Source: an optimization exercise on an open RTL-to-GDS flow (aim: small area, a short achievable clock period and few clock cycles). Production flows keep margins and buffers that such runs may drop.
Only simulation tests tie the RTL to the original design; equivalence was not proved.

==> job 1787: inputs <==
// bignum_top
module bignum_top
(
    input  logic              i_clk,
    input  logic              i_rst_n,
    input  logic              i_req_valid,
    output logic              o_req_ready,
    input  logic [1:0]        i_req_op,
    input  logic [19:0]       i_req_a_addr,
    input  logic [19:0]       i_req_b_addr,
    input  logic [19:0]       i_req_dst_addr,
    input  logic [7:0]        i_req_a_len,
    input  logic [7:0]        i_req_b_len,
    output logic              o_rsp_valid,
    input  logic              i_rsp_ready,
    output logic [7:0]        o_rsp_len,
    output logic [19:0]       o_mem_addr,
    output logic              o_mem_we,
    output logic [15:0]       o_mem_wdata,
    input  logic [15:0]       i_mem_rdata
);
Settings: LEC_CHECK=0, ABC_CLOCK_PERIOD_IN_PS=3000, CAP_MARGIN=20, CORE_MARGIN=5, CORE_UTILIZATION=40, SETUP_SLACK_MARGIN=5, SLEW_MARGIN=20; clock period 9.0 ns.
run.sh (not shown) runs the stock make flow with config.mk's settings and CLKGATE_MAP_FILE= SYNTH_SCRIPT=/design/flow/synth_recipe.tcl, a recipe that flattens the netlist after the stock synthesis.
==> job 3565 (differences from job 1787) <==
--- a/flow/design.v
+++ b/flow/design.v
@@ -1386,15 +1386,14 @@
     logic [19:0] addr_q;
     logic [15:0] wdata_q;
     logic [19:0] base_a, base_b, base_d;
     logic [7:0]  o_x, o_y, o_d, o_w;    
     logic        swap_q, mfirst;
     logic        is_sub, is_add;
     logic [7:0]  cnt_a, cnt_b, ylen;
-    logic        a_z, a_o, b_z, b_o;      
     logic        elem0, was_ra, comp_q, carry_q, tw;
     logic [1:0]  k, lx, fl;
     logic        chunk0, j0, last_q;
     logic [15:0] x0, x1, x2;
     logic [15:0] r0, r1, r2;
     logic [15:0] breg, dreg;
     logic [31:0] q0, q1, q2, p_q;
@@ -1432,51 +1431,51 @@
         n_bsel  = B_D;
         n_osel  = O_W;
         n_ozero = 1'b0;
         case (state)
             S_IDLE: if (i_req_valid) n_state = i_req_op[1] ? S_LB : S_RA;
             S_RESP: if (i_rsp_ready) n_state = S_IDLE;
             S_RA: begin
-                if (!b_z) begin
+                if (cnt_b != 8'd0) begin
                     n_state = S_RB;
                     n_bsel  = B_B;
                     n_osel  = O_Y;
                 end else if (!elem0) begin
                     n_state = S_W;
                     n_we    = 1'b1;
-                end else if (!a_o) begin
+                end else if (cnt_a != 8'd1) begin
                     n_state = S_RA;
                     n_bsel  = B_A;
                     n_osel  = O_X;
                 end else begin
                     n_state = S_BUB;
                 end
             end
             S_RB: begin
                 if (!elem0) begin
                     n_state = S_W;
                     n_we    = 1'b1;
-                end else if (!a_z) begin
+                end else if (cnt_a != 8'd0) begin
                     n_state = S_RA;
                     n_bsel  = B_A;
                     n_osel  = O_X;
-                end else if (!b_o) begin
+                end else if (cnt_b != 8'd1) begin
                     n_state = S_RB;
                     n_bsel  = B_B;
                     n_osel  = O_Y;
                 end else begin
                     n_state = S_BUB;
                 end
             end
             S_W: begin
-                if (!a_z) begin
+                if (cnt_a != 8'd0) begin
                     n_state = S_RA;
                     n_bsel  = B_A;
                     n_osel  = O_X;
-                end else if (!b_z) begin
+                end else if (cnt_b != 8'd0) begin
                     n_state = S_RB;
                     n_bsel  = B_B;
                     n_osel  = O_Y;
                 end else begin
                     n_state = S_TW;
                     n_we    = 1'b1;
                 end
@@ -1520,15 +1519,15 @@
                 n_state = last_q ? S_FL : S_IT0;
                 n_we    = 1'b1;
             end
             S_FL: begin
                 if (fl != 2'd0) begin
                     n_state = S_FL;
                     n_we    = 1'b1;
-                end else if (!a_z) begin
+                end else if (cnt_a != 8'd0) begin
                     n_state = S_LB;
                     n_bsel  = b_y;
                     n_ozero = 1'b1;
                 end else begin
                     n_state = S_RESP;
                 end
             end
@@ -1573,18 +1572,14 @@
             base_b <= i_req_b_addr;
             base_d <= i_req_dst_addr;
             o_x    <= i_req_op[1] ? 8'd0 : 8'd1;
             o_y    <= i_req_op[1] ? 8'd1 : 8'd0;
             o_w    <= 8'd0;
             cnt_a  <= i_req_a_len;
             cnt_b  <= i_req_b_len;
-            a_z    <= (i_req_a_len == 8'd0);
-            a_o    <= (i_req_a_len == 8'd1);
-            b_z    <= (i_req_b_len == 8'd0);
-            b_o    <= (i_req_b_len == 8'd1);
             ylen   <= i_req_b_len;
             swap_q <= swap;
             is_sub <= (i_req_op == 2'd1);
             is_add <= (i_req_op == 2'd0);
             elem0  <= 1'b1;
             mfirst <= 1'b1;
             chunk0 <= 1'b1;
@@ -1596,45 +1591,37 @@
                     O_D: o_d <= o_d + 8'd1;
                     default: if (n_we) o_w <= o_w + 8'd1;
                 endcase
             end
             case (state)
                 S_RA: begin
                     cnt_a <= cnt_a - 8'd1;
-                    a_z   <= a_o;
-                    a_o   <= (cnt_a == 8'd2);
-                    if (b_z) elem0 <= 1'b0;
+                    if (cnt_b == 8'd0) elem0 <= 1'b0;
                 end
                 S_RB: begin
                     cnt_b <= cnt_b - 8'd1;
-                    b_z   <= b_o;
-                    b_o   <= (cnt_b == 8'd2);
                     elem0 <= 1'b0;
                 end
-                S_W:   if (a_z && b_z) tw <= is_add;
+                S_W:   if (cnt_a == 8'd0 && cnt_b == 8'd0) tw <= is_add;
                 S_BUB: tw <= is_add;
                 S_TW:  tw <= 1'b0;
                 S_LB: begin
                     k      <= (x_len > 8'd2) ? 2'd3 : x_len[1:0];
                     lx     <= (x_len > 8'd2) ? 2'd3 : x_len[1:0];
                     cnt_a  <= x_len;
-                    a_z    <= (x_len == 8'd0);
-                    a_o    <= (x_len == 8'd1);
                     ylen   <= y_len;
                     cnt_b  <= y_len;
                     last_q <= (y_len == 8'd1);
                     j0     <= 1'b1;
                     mfirst <= 1'b0;
                     o_d    <= o_x;
                     o_w    <= o_x;
                 end
                 S_LX: begin
                     cnt_a <= cnt_a - 8'd1;
-                    a_z   <= a_o;
-                    a_o   <= (cnt_a == 8'd2);
                     lx    <= lx - 2'd1;
                 end
                 S_IT2: begin
                     cnt_b  <= cnt_b - 8'd1;
                     last_q <= (cnt_b == 8'd2);
                     j0     <= 1'b0;
                     fl     <= k;
@@ -1723,15 +1710,15 @@
                 breg <= i_mem_rdata;
                 if (!was_ra) dreg <= 16'd0;
             end
             S_LB, S_IT2: breg <= i_mem_rdata;
             default: ;
         endcase
         was_ra <= (state == S_RA);
-        comp_q <= ((state == S_RA) && b_z) || (state == S_RB);
+        comp_q <= ((state == S_RA) && (cnt_b == 8'd0)) || (state == S_RB);
         if (state == S_IT1) creg <= chunk0 ? 16'd0 : i_mem_rdata;
         else if (v3) creg <= hi;
         if (v3) begin
             if (m3 == 2'd1) r0 <= lo[15:0];
             if (m3 == 2'd2) r1 <= lo[15:0];
             if (m3 == k - 2'd1) begin
                 case (m3)
==> job 5701 (differences from job 1787) <==
==> flow/flow/run.sh (new file) <==
#!/bin/bash
set -euo pipefail
bash standard.sh SETUP_SLACK_MARGIN=6 finish > standard.log 2>&1
==> flow/standard.sh (new file) <==
#!/bin/bash
# synth_recipe.tcl (not shown) runs the flow's synth.tcl, then flattens the netlist and writes it again
# the make line also repeats each setting of config.mk as NAME=value (left out here)
make -C /OpenROAD-flow-scripts/flow DESIGN_CONFIG=/design/flow/config.mk WORK_HOME=/design/flow/orfs CLKGATE_MAP_FILE= SYNTH_SCRIPT=/design/flow/synth_recipe.tcl "${@:-finish}"
removed: flow/run.sh
==> notes.md <==
The lowest non-clock buffer count belongs to job 1787, the highest to job 5701. The highest setup slack belongs to job 5701, the lowest to job 3565. Global-route usage, highest first: job 5701, job 1787, job 3565. First-iteration DRC count: job 5701 is higher than job 3565 (16%).
Testbench counts of job 1787, summed over its fixed seeds: cycles 12,022.
Testbench counts of job 3565, summed over its fixed seeds: cycles 12,022.
Testbench counts of job 5701, summed over its fixed seeds: cycles 12,022.

==> v6 <==
Another version of the RTL of bignum_top (not shown whole).
Settings: LEC_CHECK=0, ABC_CLOCK_PERIOD_IN_PS=3000, CAP_MARGIN=20, CORE_MARGIN=5, CORE_UTILIZATION=40, SETUP_SLACK_MARGIN=5, SLEW_MARGIN=20; clock period 9.0 ns.
Stock flow here: none of the scripts above is used.
==> v11: changes against v6 <==
--- a/flow/config.mk
+++ b/flow/config.mk
@@ -6,8 +6,6 @@
 export NUM_CORES = 4
 export LEC_CHECK = 0
-export ABC_CLOCK_PERIOD_IN_PS = 3000
 export CAP_MARGIN = 20
 export CORE_MARGIN = 5
 export CORE_UTILIZATION = 40
-export SETUP_SLACK_MARGIN = 5
 export SLEW_MARGIN = 20
==> qor summary <==
Register area: v11 11400 um2; v6 11400 um2
Number of antenna violations at the first check in global routing: v11 1; v6 3
Setup repair after global routing missed its margin: v11 no; v6 yes
Final Non-Filler Cells: v11 4844; v6 4920
Run status: v11 finished clean; v6 finished clean
Routed via count: v11 27.8k; v6 28.3k
Average wire per cell in the routed design: v11 23.6 um; v6 24.0 um
Via density per instance: v11 5.74; v6 5.75
Routed length on met1: v11 49.5 mm; v6 49.8 mm
Final min period: v11 5600 ps; v6 4720 ps
Highest fanout seen on the critical path: v11 10; v6 4
Setup Slack @ Placement: v11 3090 ps; v6 3030 ps
Reg2reg end: v11 r0[15]; v6 r1[15]
Number of non-clock buffers: v11 206; v6 280
Testbench counts of v6, summed over its fixed seeds: cycles 11,822.
Testbench counts of v11, summed over its fixed seeds: cycles 11,822.

==> harbor: inputs <==
Another version of the RTL of bignum_top (not shown whole).
==> flow/design.v (excerpt) <==
module bignum_top
(
    input  logic              i_clk,
    input  logic              i_rst_n,
    input  logic              i_req_valid,
    output logic              o_req_ready,
    input  logic [1:0]        i_req_op,
    input  logic [19:0]       i_req_a_addr,
    input  logic [19:0]       i_req_b_addr,
    input  logic [19:0]       i_req_dst_addr,
    input  logic [7:0]        i_req_a_len,
    input  logic [7:0]        i_req_b_len,
    output logic              o_rsp_valid,
    input  logic              i_rsp_ready,
    output logic [7:0]        o_rsp_len,
    output logic [19:0]       o_mem_addr,
    output logic              o_mem_we,
    output logic [15:0]       o_mem_wdata,
    input  logic [15:0]       i_mem_rdata
);
Settings: LEC_CHECK=0, ABC_AREA=1, ABC_CLOCK_PERIOD_IN_PS=3000, CAP_MARGIN=20, CORE_MARGIN=5, CORE_UTILIZATION=60, SETUP_SLACK_MARGIN=5, SLEW_MARGIN=20; clock period 9.0 ns.
==> ember (differences from harbor) <==
==> flow/flow/run.sh (new file) <==
#!/bin/bash
set -euo pipefail
bash standard.sh SETUP_SLACK_MARGIN=6 finish > standard.log 2>&1
==> flow/standard.sh (new file) <==
#!/bin/bash
# synth_recipe.tcl (not shown) runs the flow's synth.tcl, then flattens the netlist and writes it again
# the make line also repeats each setting of config.mk as NAME=value (left out here)
make -C /OpenROAD-flow-scripts/flow DESIGN_CONFIG=/design/flow/config.mk WORK_HOME=/design/flow/orfs CLKGATE_MAP_FILE= SYNTH_SCRIPT=/design/flow/synth_recipe.tcl "${@:-finish}"
ABC_AREA = default   (was 1)
CORE_UTILIZATION = 40   (was 60)
removed: flow/run.sh
==> onyx (differences from harbor) <==
--- a/flow/design.v
+++ b/flow/design.v
@@ -989,14 +989,15 @@
     output logic [19:0]       o_mem_addr,
     output logic              o_mem_we,
     output logic [15:0]       o_mem_wdata,
     input  logic [15:0]       i_mem_rdata
 );
     typedef enum logic [3:0] {
         S_IDLE,
+        S_NOP,   
         S_RESP,
         S_RA,    
         S_RB,    
         S_W,     
         S_BUB,   
         S_TW,    
         S_LB,    
@@ -1016,15 +1017,15 @@
     logic        ready_q;
     logic        rsp_q;
     logic        we_q;
     logic [19:0] addr_q;
     logic [15:0] wdata_q;
     logic [19:0] base_a, base_b, base_d;
     logic [7:0]  o_x, o_y, o_d, o_w;    
-    logic        swap_q;
+    logic        swap_q, mfirst;
     logic        is_sub, is_add;
     logic [7:0]  cnt_a, cnt_b, ylen;
     logic        a_z, a_o, b_z, b_o;      
     logic        elem0, was_ra, comp_q, carry_q, tw;
     logic [1:0]  k, lx, kx, fl;          
     logic        xr;                     
     logic        chunk0, j0, last_q;
@@ -1048,23 +1049,23 @@
     logic        n_we;
     logic [1:0]  n_bsel, n_osel;
     logic        n_ozero;
     logic [19:0] n_base;
     logic [7:0]  n_off;
     logic [19:0] n_addr;
     logic [1:0]  b_x, b_y;
-    logic [7:0]  x_len, y_len;           
+    logic [7:0]  x_len, y_len;
     logic        m1_valid;
     logic [1:0]  m1_slot;
     assign accept = i_req_valid && ready_q && (state == S_IDLE);
     assign swap   = (i_req_b_len < i_req_a_len);
     assign b_x    = swap_q ? B_B : B_A;
     assign b_y    = swap_q ? B_A : B_B;
-    assign x_len  = swap ? i_req_b_len : i_req_a_len;
-    assign y_len  = swap ? i_req_a_len : i_req_b_len;
+    assign x_len  = (mfirst && swap_q) ? ylen : cnt_a;
+    assign y_len  = (mfirst && swap_q) ? cnt_a : ylen;
     always_comb begin
         n_state = state;
         n_we    = 1'b0;
         n_bsel  = B_D;
         n_osel  = O_W;
         n_ozero = 1'b0;
         case (state)
@@ -1188,30 +1189,30 @@
             O_X:     n_off = o_x;
             O_Y:     n_off = o_y;
             O_D:     n_off = o_d;
             default: n_off = o_w;
         endcase
         if (sel_z) n_off = 8'd0;
         if (accept)
-            n_addr = (i_req_op[1] && !swap) ? i_req_b_addr : i_req_a_addr;
+            n_addr = i_req_a_addr;
         else
             n_addr = n_base + {12'd0, n_off};
     end
     always_ff @(posedge i_clk or negedge i_rst_n) begin
         if (!i_rst_n) begin
             state   <= S_IDLE;
             cur     <= S_IDLE;
             we_f    <= 1'b0;
             ready_q <= 1'b1;
             rsp_q   <= 1'b0;
             we_q    <= 1'b0;
         end else begin
             if (accept) begin
-                state   <= i_req_op[1] ? S_LX : S_RB;
-                cur     <= i_req_op[1] ? S_LB : S_RA;
+                state   <= i_req_op[1] ? S_LB : S_RB;
+                cur     <= i_req_op[1] ? S_NOP : S_RA;
                 we_f    <= 1'b0;
                 ready_q <= 1'b0;
                 rsp_q   <= 1'b0;
                 we_q    <= 1'b0;
             end else if (cur == S_RESP && i_rsp_ready) begin
                 state   <= S_IDLE;
                 cur     <= S_IDLE;
@@ -1227,64 +1228,54 @@
                 rsp_q   <= (state == S_RESP);
                 we_q    <= we_f;
             end
         end
     end
     always_ff @(posedge i_clk) begin
         if (accept) begin
-            sel_b <= (i_req_op[1] && !swap) ? B_A : B_B;
-            sel_o <= i_req_op[1] ? O_X : O_Y;
-            sel_z <= 1'b0;
+            sel_b <= B_B;
+            sel_o <= O_Y;
+            sel_z <= i_req_op[1];
+            if (i_req_op[1] && !swap) sel_b <= B_B;
+            else if (i_req_op[1]) sel_b <= B_A;
         end else begin
             sel_b <= n_bsel;
             sel_o <= n_osel;
             sel_z <= n_ozero;
         end
         cur_j0     <= j0;
         cur_last   <= last_q;
         cur_chunk0 <= chunk0;
         cur_bz     <= b_z;
         cur_fl0    <= (state == S_FL) && (fl == k);
         cur_xr     <= xr;
     end
     always_ff @(posedge i_clk) begin
         addr_q <= n_addr;
-        xr     <= accept ? i_req_op[1] : ((n_state == S_LX) && (n_osel == O_X));
+        xr     <= accept ? 1'b0 : ((n_state == S_LX) && (n_osel == O_X));
         if (accept) begin
             base_a <= i_req_a_addr;
             base_b <= i_req_b_addr;
             base_d <= i_req_dst_addr;
             o_x    <= i_req_op[1] ? 8'd0 : 8'd1;
             o_y    <= i_req_op[1] ? 8'd1 : 8'd0;
-            o_d    <= 8'd0;
             o_w    <= 8'd0;
+            cnt_a  <= i_req_op[1] ? i_req_a_len : (i_req_a_len - 8'd1);
+            cnt_b  <= i_req_b_len;
+            a_z    <= i_req_op[1] ? 1'b0 : (i_req_a_len == 8'd1);
+            a_o    <= i_req_op[1] ? (i_req_a_len == 8'd1) : (i_req_a_len == 8'd2);
+            b_z    <= (i_req_b_len == 8'd0);
+            b_o    <= (i_req_b_len == 8'd1);
+            ylen   <= i_req_b_len;
             swap_q <= swap;
             is_sub <= (i_req_op == 2'd1);
             is_add <= (i_req_op == 2'd0);
             elem0  <= 1'b1;
+            mfirst <= 1'b1;
             chunk0 <= 1'b1;
-            if (i_req_op[1]) begin
-                k      <= (x_len > 8'd2) ? 2'd3 : x_len[1:0];
-                kx     <= (x_len > 8'd2) ? 2'd2 : (x_len[1:0] - 2'd1);
-                lx     <= 2'd3;
-                cnt_a  <= x_len;
-                a_z    <= 1'b0;
-                a_o    <= (x_len == 8'd1);
-                ylen   <= y_len;
-                cnt_b  <= y_len;
-                last_q <= (y_len == 8'd1);
-                j0     <= 1'b1;
-            end else begin
-                cnt_a  <= i_req_a_len - 8'd1;
-                a_z    <= (i_req_a_len == 8'd1);
-                a_o    <= (i_req_a_len == 8'd2);
-                cnt_b  <= i_req_b_len;
-                b_z    <= 1'b0;
-                b_o    <= (i_req_b_len == 8'd1);
-            end
         end else begin
             if (state != S_IDLE && state != S_RESP && !sel_z) begin
                 case (sel_o)
                     O_X: o_x <= o_x + 8'd1;
                     O_Y: o_y <= o_y + 8'd1;
                     O_D: o_d <= o_d + 8'd1;
                     default: if (we_f) o_w <= o_w + 8'd1;
@@ -1303,20 +1294,25 @@
                     b_o   <= (cnt_b == 8'd2);
                     elem0 <= 1'b0;
                 end
                 S_W:   if (a_z && b_z) tw <= is_add;
                 S_BUB: tw <= is_add;
                 S_TW:  tw <= 1'b0;
                 S_LB: begin
-                    k      <= (cnt_a > 8'd2) ? 2'd3 : cnt_a[1:0];
-                    kx     <= (cnt_a > 8'd2) ? 2'd2 : (cnt_a[1:0] - 2'd1);
+                    k      <= (x_len > 8'd2) ? 2'd3 : x_len[1:0];
+                    kx     <= (x_len > 8'd2) ? 2'd2 : (x_len[1:0] - 2'd1);
                     lx     <= 2'd3;
-                    cnt_b  <= ylen;
-                    last_q <= (ylen == 8'd1);
+                    cnt_a  <= x_len;
+                    a_z    <= (x_len == 8'd0);
+                    a_o    <= (x_len == 8'd1);
+                    ylen   <= y_len;
+                    cnt_b  <= y_len;
+                    last_q <= (y_len == 8'd1);
                     j0     <= 1'b1;
+                    mfirst <= 1'b0;
                     o_d    <= o_x;
                     o_w    <= o_x;
                 end
                 S_LX: begin
                     if (xr) begin
                         cnt_a <= cnt_a - 8'd1;
                         a_z   <= a_o;
ABC_AREA = default   (was 1)
CORE_UTILIZATION = 40   (was 60)
==> notes.md <==
Worst setup slack, lowest first: onyx, harbor, ember.
Against harbor, the count of clock-buffer cells in the layout of onyx is higher by 17.
Critical path depth: harbor is lower than ember (2).
In onyx the routed wire length is smaller than in ember, by about 13%.
The highest clock skew belongs to ember, the lowest to onyx.
Testbench counts of harbor, summed over its fixed seeds: cycles 11,912.
Testbench counts of ember, summed over its fixed seeds: cycles 11,912.
Testbench counts of onyx, summed over its fixed seeds: cycles 11,993.

## afterwards: timing with drivers on the ports
The flow's constraints put no driver on any port. The routed layouts listed below were extracted and timed again, unchanged, in two steps.
Step 1: set_driving_cell puts a clkbuf_16 on i_clk and a buf_2 on each other input, an assumption about the parent block.
Step 2 adds t to the input delays and takes it off the output delays; t is the mean of the earliest and latest rising clock arrival at the registers after step 1. Input paths then give back, and output paths get back, about the clock's delay inside the block.
a / b / c = ideal ports / drivers / drivers and shift; a / b = the first two.
run | shift t [ns] | slack for setup (ns) | worst register clock-pin slew, ns | cell pins on the clock port's net
job 1787 | 0.675 | 4.817 / 4.817 / 4.503 | 0.07 / 0.07 | 1
job 3565 | 0.688 | 4.650 / 4.650 / 4.446 | 0.07 / 0.07 | 1
job 5701 | 0.659 | 4.874 / 4.874 / 4.874 | 0.06 / 0.06 | 1
v6 | 0.671 | 4.283 / 4.283 / 4.283 | 0.07 / 0.07 | 1
v11 | 0.654 | 3.397 / 3.397 / 3.022 | 0.07 / 0.07 | 1
harbor | 0.658 | 5.114 / 5.114 / 4.567 | 0.07 / 0.07 | 1
ember | 0.643 | 5.229 / 5.229 / 4.600 | 0.07 / 0.07 | 1
onyx | 0.630 | 5.103 / 5.103 / 4.654 | 0.06 / 0.06 | 1
After both steps setup and hold are still met in every run listed. For ember, which loses most, drivers alone change the setup slack by 0.000 ns; drivers and shift together by -0.629 ns.
